This design comes from an exercise in tuning for small area on the open sky130 flow, not from production work. The RTL was checked by simulation tests, not by an equivalence proof against the original design. Power and IR drop assume default switching activity.

==> amber: inputs <==
Design mips_id_stage, start of the top module:
module mips_id_stage #(
  parameter int NREGS = 32,
  parameter int WIDTH = 32
) (
  input  logic             clk,
  input  logic             reset,
  input  logic [31:0]      instruction32,
  input  logic [WIDTH-1:0] writeData,
  input  logic             regDst,
  input  logic             regWrite,
  output logic [WIDTH-1:0] readData1,
  output logic [WIDTH-1:0] readData2,
  output logic [WIDTH-1:0] extImmediate,
  output logic [5:0]       opcode,
  output logic [4:0]       rs,
  output logic [4:0]       rt,
  output logic [4:0]       rd,
  output logic [4:0]       shamt,
  output logic [5:0]       funct,
  output logic [15:0]      immediate,
  output logic [25:0]      address
);
==> module mips_id_stage, before the edit <==
module mips_id_stage #(
  parameter int NREGS = 32,
  parameter int WIDTH = 32
) (
  input  logic             clk,
  input  logic             reset,
  input  logic [31:0]      instruction32,
  input  logic [WIDTH-1:0] writeData,
  input  logic             regDst,
  input  logic             regWrite,
  output logic [WIDTH-1:0] readData1,
  output logic [WIDTH-1:0] readData2,
  output logic [WIDTH-1:0] extImmediate,
  output logic [5:0]       opcode,
  output logic [4:0]       rs,
  output logic [4:0]       rt,
  output logic [4:0]       rd,
  output logic [4:0]       shamt,
  output logic [5:0]       funct,
  output logic [15:0]      immediate,
  output logic [25:0]      address
);
  localparam int AW = $clog2(NREGS);
  logic [31:0]      ir;
  logic [WIDTH-1:0] regs [NREGS];
  logic [AW-1:0]    wa;
  always_ff @(posedge clk) begin
    if (reset) ir <= '0;
    else       ir <= instruction32;
  end
  assign opcode    = ir[31:26];
  assign rs        = ir[25:21];
  assign rt        = ir[20:16];
  assign rd        = ir[15:11];
  assign shamt     = ir[10:6];
  assign funct     = ir[5:0];
  assign immediate = ir[15:0];
  assign address   = ir[25:0];
  assign extImmediate = {{(WIDTH-16){ir[15]}}, ir[15:0]};
  assign wa = regDst ? rd : rt;
  always_ff @(posedge clk) begin
    if (reset) begin
      for (int i = 0; i < NREGS; i++) regs[i] <= '0;
    end else if (regWrite && wa != '0) begin
      regs[wa] <= writeData;
    end
  end
  assign readData1 = (rs == '0) ? '0 : regs[rs];
  assign readData2 = (rt == '0) ? '0 : regs[rt];
endmodule
export LEC_CHECK = 0
export CAP_MARGIN = 20
export CORE_MARGIN = 2
export CORE_UTILIZATION = 40
export SLEW_MARGIN = 20
create_clock -name core_clock -period 8.0 [get_ports {clk}]
run.sh (not shown) runs the stock make flow with config.mk's settings and CLKGATE_MAP_FILE= SYNTH_SCRIPT=/design/flow/synth_recipe.tcl, a recipe that flattens the netlist after the stock synthesis.
==> pepper: changes against amber <==
--- a/flow/design.v
+++ b/flow/design.v
@@ -23,6 +23,10 @@
   localparam int AW = $clog2(NREGS);
   logic [31:0]      ir;
-  logic [WIDTH-1:0] regs [NREGS];
+  logic [WIDTH-1:0] regs [1:NREGS-1];
+  logic [WIDTH-1:0] regs_d [1:NREGS-1];
   logic [AW-1:0]    wa;
+  logic [NREGS-1:1] we, we_n;
+  logic [WIDTH-1:0] wd;
+  logic [NREGS-1:1] sel1, sel2;
   always_ff @(posedge clk) begin
     if (reset) ir <= '0;
@@ -39,12 +43,104 @@
   assign extImmediate = {{(WIDTH-16){ir[15]}}, ir[15:0]};
   assign wa = regDst ? rd : rt;
-  always_ff @(posedge clk) begin
-    if (reset) begin
-      for (int i = 0; i < NREGS; i++) regs[i] <= '0;
-    end else if (regWrite && wa != '0) begin
-      regs[wa] <= writeData;
+  logic reset_n;
+  assign reset_n = ~reset;
+  for (genvar b = 0; b < WIDTH; b++) begin : g_wd
+    mips_rf_and2 u_wd (.a(writeData[b]), .b(reset_n), .y(wd[b]));
+  end
+  logic [3:0] rs_lo, rt_lo, wa_lo;
+  logic [7:0] rs_hi, rt_hi, wa_hi;
+  always_comb begin
+    for (int k = 0; k < 4; k++) begin
+      rs_lo[k] = (rs[1:0] == 2'(k));
+      rt_lo[k] = (rt[1:0] == 2'(k));
+      wa_lo[k] = regWrite & (wa[1:0] == 2'(k));
+    end
+    for (int k = 0; k < 8; k++) begin
+      rs_hi[k] = (rs[4:2] == 3'(k));
+      rt_hi[k] = (rt[4:2] == 3'(k));
+      wa_hi[k] = (wa[4:2] == 3'(k));
     end
   end
-  assign readData1 = (rs == '0) ? '0 : regs[rs];
-  assign readData2 = (rt == '0) ? '0 : regs[rt];
+  for (genvar i = 1; i < NREGS; i++) begin : g_dec
+    mips_rf_and2 u_s1 (.a(rs_lo[i%4]), .b(rs_hi[i/4]), .y(sel1[i]));
+    mips_rf_and2 u_s2 (.a(rt_lo[i%4]), .b(rt_hi[i/4]), .y(sel2[i]));
+    mips_rf_we   u_we (.a(wa_lo[i%4]), .b(wa_hi[i/4]), .r(reset), .we(we[i]), .we_n(we_n[i]));
+  end
+  for (genvar i = 1; i < NREGS; i++) begin : g_reg
+    for (genvar b = 0; b < WIDTH; b++) begin : g_bit
+      mips_rf_wbit u_w (
+        .we(we[i]), .we_n(we_n[i]), .wd(wd[b]), .q(regs[i][b]), .d(regs_d[i][b])
+      );
+    end
+  end
+  always_ff @(posedge clk) begin
+    for (int i = 1; i < NREGS; i++) regs[i] <= regs_d[i];
+  end
+  for (genvar b = 0; b < WIDTH; b++) begin : g_rd
+    logic [NREGS-1:1] col;
+    for (genvar i = 1; i < NREGS; i++) begin : g_col
+      assign col[i] = regs[i][b];
+    end
+    mips_rf_rdbit #(.N(NREGS-1)) u_rd1 (.sel(sel1), .d(col), .q(readData1[b]));
+    mips_rf_rdbit #(.N(NREGS-1)) u_rd2 (.sel(sel2), .d(col), .q(readData2[b]));
+  end
 endmodule
+module mips_rf_wbit (
+  input  logic we,
+  input  logic we_n,
+  input  logic wd,
+  input  logic q,
+  output logic d
+);
+  assign d = (we & wd) | (we_n & q);
+endmodule
+module mips_rf_rdbit #(
+  parameter int N = 31
+) (
+  input  logic [N-1:0] sel,
+  input  logic [N-1:0] d,
+  output logic         q
+);
+  localparam int G = N / 3;
+  localparam int R = N - 3 * G;
+  logic [G+R-1:0] n;
+  for (genvar g = 0; g < G; g++) begin : g_grp
+    mips_rf_aoi3 u_aoi (.s(sel[3*g +: 3]), .d(d[3*g +: 3]), .y(n[g]));
+  end
+  for (genvar r = 0; r < R; r++) begin : g_rem
+    assign n[G+r] = ~(sel[3*G+r] & d[3*G+r]);
+  end
+  mips_rf_nand #(.N(G+R)) u_nand (.a(n), .y(q));
+endmodule
+module mips_rf_aoi3 (
+  input  logic [2:0] s,
+  input  logic [2:0] d,
+  output logic       y
+);
+  assign y = ~|(s & d);
+endmodule
+module mips_rf_nand #(
+  parameter int N = 11
+) (
+  input  logic [N-1:0] a,
+  output logic         y
+);
+  assign y = ~&a;
+endmodule
+module mips_rf_and2 (
+  input  logic a,
+  input  logic b,
+  output logic y
+);
+  assign y = a & b;
+endmodule
+module mips_rf_we (
+  input  logic a,
+  input  logic b,
+  input  logic r,
+  output logic we,
+  output logic we_n
+);
+  assign we   = r | (a & b);
+  assign we_n = ~(r | (a & b));
+endmodule
==> flow/flow/run.sh (new file) <==
#!/bin/bash
# Standard ORFS layout (the standard.sh, standard synthesis) with two
# changes passed as make variables:
#  - port buffers use the smallest buffer cell (every port still gets one);
#  - clock tree synthesis with smaller clock buffers and no dummy loads.
set -euo pipefail
bash standard.sh \
  "BUFFER_PORTS_ARGS=-buffer_cell sky130_fd_sc_hd__buf_1" \
  "CTS_ARGS=-sink_clustering_enable -repair_clock_nets -dont_use_dummy_load -buf_list sky130_fd_sc_hd__clkbuf_4 -sink_clustering_size 10 -sink_clustering_max_diameter 40" \
  finish > make_finish.log 2>&1
==> flow/standard.sh (new file) <==
#!/bin/bash
# synth_recipe.tcl (not shown) runs the flow's synth.tcl, then flattens the netlist and writes it again
# the make line also repeats each setting of config.mk as NAME=value (left out here)
make -C /OpenROAD-flow-scripts/flow DESIGN_CONFIG=/design/flow/config.mk WORK_HOME=/design/flow/orfs CLKGATE_MAP_FILE= SYNTH_SCRIPT=/design/flow/synth_recipe.tcl "${@:-finish}"
--- a/flow/config.mk
+++ b/flow/config.mk
@@ -8,4 +8,6 @@
 export CAP_MARGIN = 20
 export CORE_MARGIN = 2
-export CORE_UTILIZATION = 40
+export CORE_UTILIZATION = 65
 export SLEW_MARGIN = 20
+export SYNTH_HIERARCHICAL = 1
+export SYNTH_MINIMUM_KEEP_SIZE = 0
removed: flow/run.sh
==> summary of the runs <==
- Of amber and pepper, amber has the higher routed wire length (gap 5.5%, measured against pepper).
- Against amber, the synthesized area of pepper is lower by 29%.
- Between amber and pepper, the lower clock skew is in amber (gap 0.039 ns).
- Synthesized cell count: amber is larger than pepper (15%).
- In pepper the sequential share of layout area is lower than in amber, by 2.5 points.
- Of pepper and amber, pepper has the higher global-route usage (gap 29 points).
- Design area: amber is larger than pepper (46%).
==> figures <==
                                                                    amber         pepper
Mapped Cells                                                          3,808          3,297
Met2 usage in global routing                                          0.408          0.760
Global-route wire length before repair                               272 mm         260 mm
Fillcell total                                                       12,200          4,299
Worst reg2reg endpoint                                          regs[22][4]    regs[24][4]
Final non-clock buffer share                                         0.0537         0.0526
Power density of the placed cells                               208 mW/mm^2    223 mW/mm^2
End of the critical path                                      readData2[12]  readData1[13]
Run status                                         timing/DRC/antenna clean  timing/DRC/antenna clean
Final critical-path share of the clock period                         0.843          0.743
Syn Std Cell Area                                               0.0560 mm^2    0.0395 mm^2
Leakage power figure                                                22.3 nW        16.8 nW
Cell depth of the worst setup path                                        6              7
Layout inverter count without the clock tree                              4              1
Maximum number of pins on one net before global-route repair            105             95

* * *

==> run a <==
mips_id_stage, a different RTL version from the one above (not shown whole).
==> module mips_id_stage, before the edit <==
module mips_id_stage #(
  parameter int NREGS = 32,
  parameter int WIDTH = 32
) (
  input  logic             clk,
  input  logic             reset,
  input  logic [31:0]      instruction32,
  input  logic [WIDTH-1:0] writeData,
  input  logic             regDst,
  input  logic             regWrite,
  output logic [WIDTH-1:0] readData1,
  output logic [WIDTH-1:0] readData2,
  output logic [WIDTH-1:0] extImmediate,
  output logic [5:0]       opcode,
  output logic [4:0]       rs,
  output logic [4:0]       rt,
  output logic [4:0]       rd,
  output logic [4:0]       shamt,
  output logic [5:0]       funct,
  output logic [15:0]      immediate,
  output logic [25:0]      address
);
  localparam int AW = $clog2(NREGS);
  logic [31:0]      ir;
  logic [WIDTH-1:0] regs [1:NREGS-1];
  logic [WIDTH-1:0] regs_d [1:NREGS-1];
  logic [AW-1:0]    wa;
  logic [NREGS-1:1] we, we_n;
  logic [WIDTH-1:0] wd;
  logic [NREGS-1:1] sel1, sel2;
  always_ff @(posedge clk) begin
    if (reset) ir <= '0;
    else       ir <= instruction32;
  end
  assign opcode    = ir[31:26];
  assign rs        = ir[25:21];
  assign rt        = ir[20:16];
  assign rd        = ir[15:11];
  assign shamt     = ir[10:6];
  assign funct     = ir[5:0];
  assign immediate = ir[15:0];
  assign address   = ir[25:0];
  assign extImmediate = {{(WIDTH-16){ir[15]}}, ir[15:0]};
  assign wa = regDst ? rd : rt;
  logic reset_n;
  assign reset_n = ~reset;
  for (genvar b = 0; b < WIDTH; b++) begin : g_wd
    mips_rf_and2 u_wd (.a(writeData[b]), .b(reset_n), .y(wd[b]));
  end
  logic [3:0] rs_lo, rt_lo, wa_lo;
  logic [7:0] rs_hi, rt_hi, wa_hi;
  always_comb begin
    for (int k = 0; k < 4; k++) begin
      rs_lo[k] = (rs[1:0] == 2'(k));
      rt_lo[k] = (rt[1:0] == 2'(k));
      wa_lo[k] = regWrite & (wa[1:0] == 2'(k));
    end
    for (int k = 0; k < 8; k++) begin
      rs_hi[k] = (rs[4:2] == 3'(k));
      rt_hi[k] = (rt[4:2] == 3'(k));
      wa_hi[k] = (wa[4:2] == 3'(k));
    end
  end
  for (genvar i = 1; i < NREGS; i++) begin : g_dec
    mips_rf_and2 u_s1 (.a(rs_lo[i%4]), .b(rs_hi[i/4]), .y(sel1[i]));
    mips_rf_and2 u_s2 (.a(rt_lo[i%4]), .b(rt_hi[i/4]), .y(sel2[i]));
    mips_rf_we   u_we (.a(wa_lo[i%4]), .b(wa_hi[i/4]), .r(reset), .we(we[i]), .we_n(we_n[i]));
  end
  for (genvar i = 1; i < NREGS; i++) begin : g_reg
    for (genvar b = 0; b < WIDTH; b++) begin : g_bit
      mips_rf_wbit u_w (
        .we(we[i]), .we_n(we_n[i]), .wd(wd[b]), .q(regs[i][b]), .d(regs_d[i][b])
      );
    end
  end
  always_ff @(posedge clk) begin
    for (int i = 1; i < NREGS; i++) regs[i] <= regs_d[i];
  end
  for (genvar b = 0; b < WIDTH; b++) begin : g_rd
    logic [NREGS-1:1] col;
    for (genvar i = 1; i < NREGS; i++) begin : g_col
      assign col[i] = regs[i][b];
    end
    mips_rf_rdbit #(.N(NREGS-1)) u_rd1 (.sel(sel1), .d(col), .q(readData1[b]));
    mips_rf_rdbit #(.N(NREGS-1)) u_rd2 (.sel(sel2), .d(col), .q(readData2[b]));
  end
endmodule
==> module mips_rf_wbit, before the edit <==
module mips_rf_wbit (
  input  logic we,
  input  logic we_n,
  input  logic wd,
  input  logic q,
  output logic d
);
  assign d = (we & wd) | (we_n & q);
endmodule
==> module mips_rf_rdbit, before the edit <==
module mips_rf_rdbit #(
  parameter int N = 31
) (
  input  logic [N-1:0] sel,
  input  logic [N-1:0] d,
  output logic         q
);
  localparam int G = N / 3;
  localparam int R = N - 3 * G;
  logic [G+R-1:0] n;
  for (genvar g = 0; g < G; g++) begin : g_grp
    mips_rf_aoi3 u_aoi (.s(sel[3*g +: 3]), .d(d[3*g +: 3]), .y(n[g]));
  end
  for (genvar r = 0; r < R; r++) begin : g_rem
    assign n[G+r] = ~(sel[3*G+r] & d[3*G+r]);
  end
  logic [1:0] x;
  logic       y;
  mips_rf_nand #(.N(4)) u_x0 (.a(n[3:0]), .y(x[0]));
  mips_rf_nand #(.N(4)) u_x1 (.a(n[7:4]), .y(x[1]));
  mips_rf_nor2          u_y  (.a(x[0]), .b(x[1]), .y(y));
  mips_rf_nand #(.N(4)) u_q  (.a({y, n[10:8]}), .y(q));
endmodule
==> module mips_rf_nor2, before the edit <==
module mips_rf_nor2 (
  input  logic a,
  input  logic b,
  output logic y
);
  assign y = ~(a | b);
endmodule
==> module mips_rf_and2, before the edit <==
module mips_rf_and2 (
  input  logic a,
  input  logic b,
  output logic y
);
  assign y = a & b;
endmodule
==> module mips_rf_we, before the edit <==
module mips_rf_we (
  input  logic a,
  input  logic b,
  input  logic r,
  output logic we,
  output logic we_n
);
  assign we   = r | (a & b);
  assign we_n = ~(r | (a & b));
endmodule
clock: 8.0 ns
lec_check: 0
cap_margin: 10
core_margin: 2
core_utilization: 55
slew_margin: 10
synth_hierarchical: 1
synth_minimum_keep_size: 0
standard.sh (not shown) runs the stock make flow with config.mk's settings and CLKGATE_MAP_FILE= SYNTH_SCRIPT=/design/flow/synth_recipe.tcl, a recipe that flattens the netlist after the stock synthesis.
==> flow/flow/run.sh <==
#!/bin/bash
# Standard ORFS layout (the standard.sh, standard synthesis) with two
# changes passed as make variables:
#  - port buffers use the smallest buffer cell (every port still gets one);
#  - clock tree synthesis with smaller clock buffers and no dummy loads.
set -euo pipefail
bash standard.sh \
  "BUFFER_PORTS_ARGS=-buffer_cell sky130_fd_sc_hd__buf_1" \
  "CTS_ARGS=-sink_clustering_enable -repair_clock_nets -dont_use_dummy_load -buf_list sky130_fd_sc_hd__clkbuf_4 -sink_clustering_size 8 -sink_clustering_max_diameter 40" \
  finish > make_finish.log 2>&1
==> run b (differences from run a) <==
==> flow/design.v (replaced) <==
module mips_id_stage #(
  parameter int NREGS = 32,
  parameter int WIDTH = 32
) (
  input  logic             clk,
  input  logic             reset,
  input  logic [31:0]      instruction32,
  input  logic [WIDTH-1:0] writeData,
  input  logic             regDst,
  input  logic             regWrite,
  output logic [WIDTH-1:0] readData1,
  output logic [WIDTH-1:0] readData2,
  output logic [WIDTH-1:0] extImmediate,
  output logic [5:0]       opcode,
  output logic [4:0]       rs,
  output logic [4:0]       rt,
  output logic [4:0]       rd,
  output logic [4:0]       shamt,
  output logic [5:0]       funct,
  output logic [15:0]      immediate,
  output logic [25:0]      address
);
  localparam int AW = $clog2(NREGS);
  logic [31:0]      ir;
  logic [WIDTH-1:0] regs [1:NREGS-1];
  logic [AW-1:0]    wa;
  logic [NREGS-1:1] we;
  logic [WIDTH-1:0] wd;
  logic [NREGS-1:1] sel1, sel2;
  always_ff @(posedge clk) begin
    if (reset) ir <= '0;
    else       ir <= instruction32;
  end
  assign opcode    = ir[31:26];
  assign rs        = ir[25:21];
  assign rt        = ir[20:16];
  assign rd        = ir[15:11];
  assign shamt     = ir[10:6];
  assign funct     = ir[5:0];
  assign immediate = ir[15:0];
  assign address   = ir[25:0];
  assign extImmediate = {{(WIDTH-16){ir[15]}}, ir[15:0]};
  assign wa = regDst ? rd : rt;
  assign wd = reset ? '0 : writeData;
  always_comb begin
    for (int i = 1; i < NREGS; i++) begin
      we[i]   = reset | (regWrite & (wa == AW'(i)));
      sel1[i] = (rs == AW'(i));
      sel2[i] = (rt == AW'(i));
    end
  end
  always_ff @(posedge clk) begin
    for (int i = 1; i < NREGS; i++)
      if (we[i]) regs[i] <= wd;
  end
  for (genvar b = 0; b < WIDTH; b++) begin : g_rd
    logic [NREGS-1:1] col;
    for (genvar i = 1; i < NREGS; i++) begin : g_col
      assign col[i] = regs[i][b];
    end
    mips_rf_rdbit #(.N(NREGS-1)) u_rd1 (.sel(sel1), .d(col), .q(readData1[b]));
    mips_rf_rdbit #(.N(NREGS-1)) u_rd2 (.sel(sel2), .d(col), .q(readData2[b]));
  end
endmodule
module mips_rf_rdbit #(
  parameter int N = 31
) (
  input  logic [N-1:0] sel,
  input  logic [N-1:0] d,
  output logic         q
);
  localparam int G = N / 3;
  localparam int R = N - 3 * G;
  logic [G+R-1:0] n;
  for (genvar g = 0; g < G; g++) begin : g_grp
    mips_rf_aoi3 u_aoi (.s(sel[3*g +: 3]), .d(d[3*g +: 3]), .y(n[g]));
  end
  for (genvar r = 0; r < R; r++) begin : g_rem
    assign n[G+r] = ~(sel[3*G+r] & d[3*G+r]);
  end
  mips_rf_nand #(.N(G+R)) u_nand (.a(n), .y(q));
endmodule
module mips_rf_aoi3 (
  input  logic [2:0] s,
  input  logic [2:0] d,
  output logic       y
);
  assign y = ~|(s & d);
endmodule
module mips_rf_nand #(
  parameter int N = 11
) (
  input  logic [N-1:0] a,
  output logic         y
);
  assign y = ~&a;
endmodule
==> flow/flow/run.sh (replaced) <==
#!/bin/bash
# Standard ORFS layout with two changes made through make variables:
#  - port buffers use the smallest buffer cell (every port still gets one);
#  - clock tree synthesis without dummy loads.
set -euo pipefail
bash standard.sh \
  "BUFFER_PORTS_ARGS=-buffer_cell sky130_fd_sc_hd__buf_1" \
  "CTS_ARGS=-sink_clustering_enable -repair_clock_nets -dont_use_dummy_load -buf_list {sky130_fd_sc_hd__clkbuf_4 sky130_fd_sc_hd__clkbuf_8}" \
  finish > make_finish.log 2>&1
CAP_MARGIN = 20   (was 10)
CORE_UTILIZATION = 60   (was 55)
CTS_BUF_LIST = sky130_fd_sc_hd__clkbuf_4 sky130_fd_sc_hd__clkbuf_8   (was default)
SLEW_MARGIN = 20   (was 10)
==> notes <==
Of run b and run a, run b has the higher fmax (gap about 4%, measured against run a). Between run a and run b, the lower wire length is in run b (gap 26%, measured against run b). First-iteration DRC count: run a is larger than run b (about 30%). Of run a and run b, run a has the higher die area (gap 6.1%, measured against run b). Against run b, the sequential power of run a is lower by 8.6%. Between run b and run a, the lower final cell count is in run b (gap 25%, measured against run a). Against run a, the critical path depth of run b is lower by 1. Between run b and run a, the lower synthesized cell count is in run b (gap about 30%, measured against run a). Of run a and run b, run a has the higher register-to-register slack (gap 0.27 ns). Sequential cell count is the same in run a and run b. Of run b and run a, run b has the higher power (gap 9.3%, measured against run a).
==> figures <==
                                                                                    run b                 run a
End point of the most critical hold path                                ir[30]$_SDFF_PP0_  regs[26][10]$_DFF_P_
Maximum vdd drop                                                                0.1637 mV             0.1364 mV
Routed wl met2                                                                   63650 um              75310 um
Non-Clock Inverter Count                                                                2                     1
Cell count after placement                                                           3391                  4558
Pwr Density                                                                 236.2 mW/mm^2         226.6 mW/mm^2
Min setup slack post-route                                                       2.339 ns              2.106 ns
Fraction of synthesized cell area taken by the top area cell type                  73.58%                52.03%
Worst hold start                                                        instruction32[30]  regs[26][10]$_DFF_P_
Vias per Instance                                                                   8.399                 8.573
Critical path depth in cells                                                            7                     8
Combinational Power Share                                                            7.4%                 13.5%
Met2 Usage GRT                                                                     60.59%                68.31%
Timing endpoint of the critical path                                         readData2[9]          readData2[2]
Non-clock buffer area fraction after layout                                        4.415%                4.714%
Detailed Place HPWL                                                              79520 um              97320 um
Global-route wire length before repair                                          201600 um             258100 um
Post-synthesis share of cell area spent on and, or, nand and nor gates             6.453%                6.932%
Run status                                                       timing/DRC/antenna clean  timing/DRC/antenna clean
Layout cells sized above 1                                                         14.72%                9.562%
Met1 Use GR                                                                        53.67%                57.53%
Seq/Total Area, Yosys                                                              75.16%                52.03%
Die area                                                                     0.06957 mm^2          0.07380 mm^2

-- afterwards: timing with drivers on the ports --
In the flow no input, the clock included, has a driving cell. The finished layouts below were timed again as built, in two steps. Step 1, drivers: a clkbuf_16 drives clk and a buf_2 each remaining input, both assumed. Step 2 also shifts input and output timing later by t, the mid clock arrival at the registers, as if the neighbouring blocks saw the same clock. a / b / c = ideal ports / drivers / drivers and shift; a / b = the first two.
run	t, ns	slack for setup (ns)	worst setup path at the end	pins driven straight from the clock port
amber	0.803	1.259 / 1.182 / 1.985	register to output	1
pepper	1.086	2.059 / 1.995 / 3.025	input to register	1
run a	1.102	2.106 / 2.034 / 3.136	register to output	1
run b	0.856	2.339 / 2.276 / 3.132	register to output	1
After both steps setup and hold are still met in every run listed.
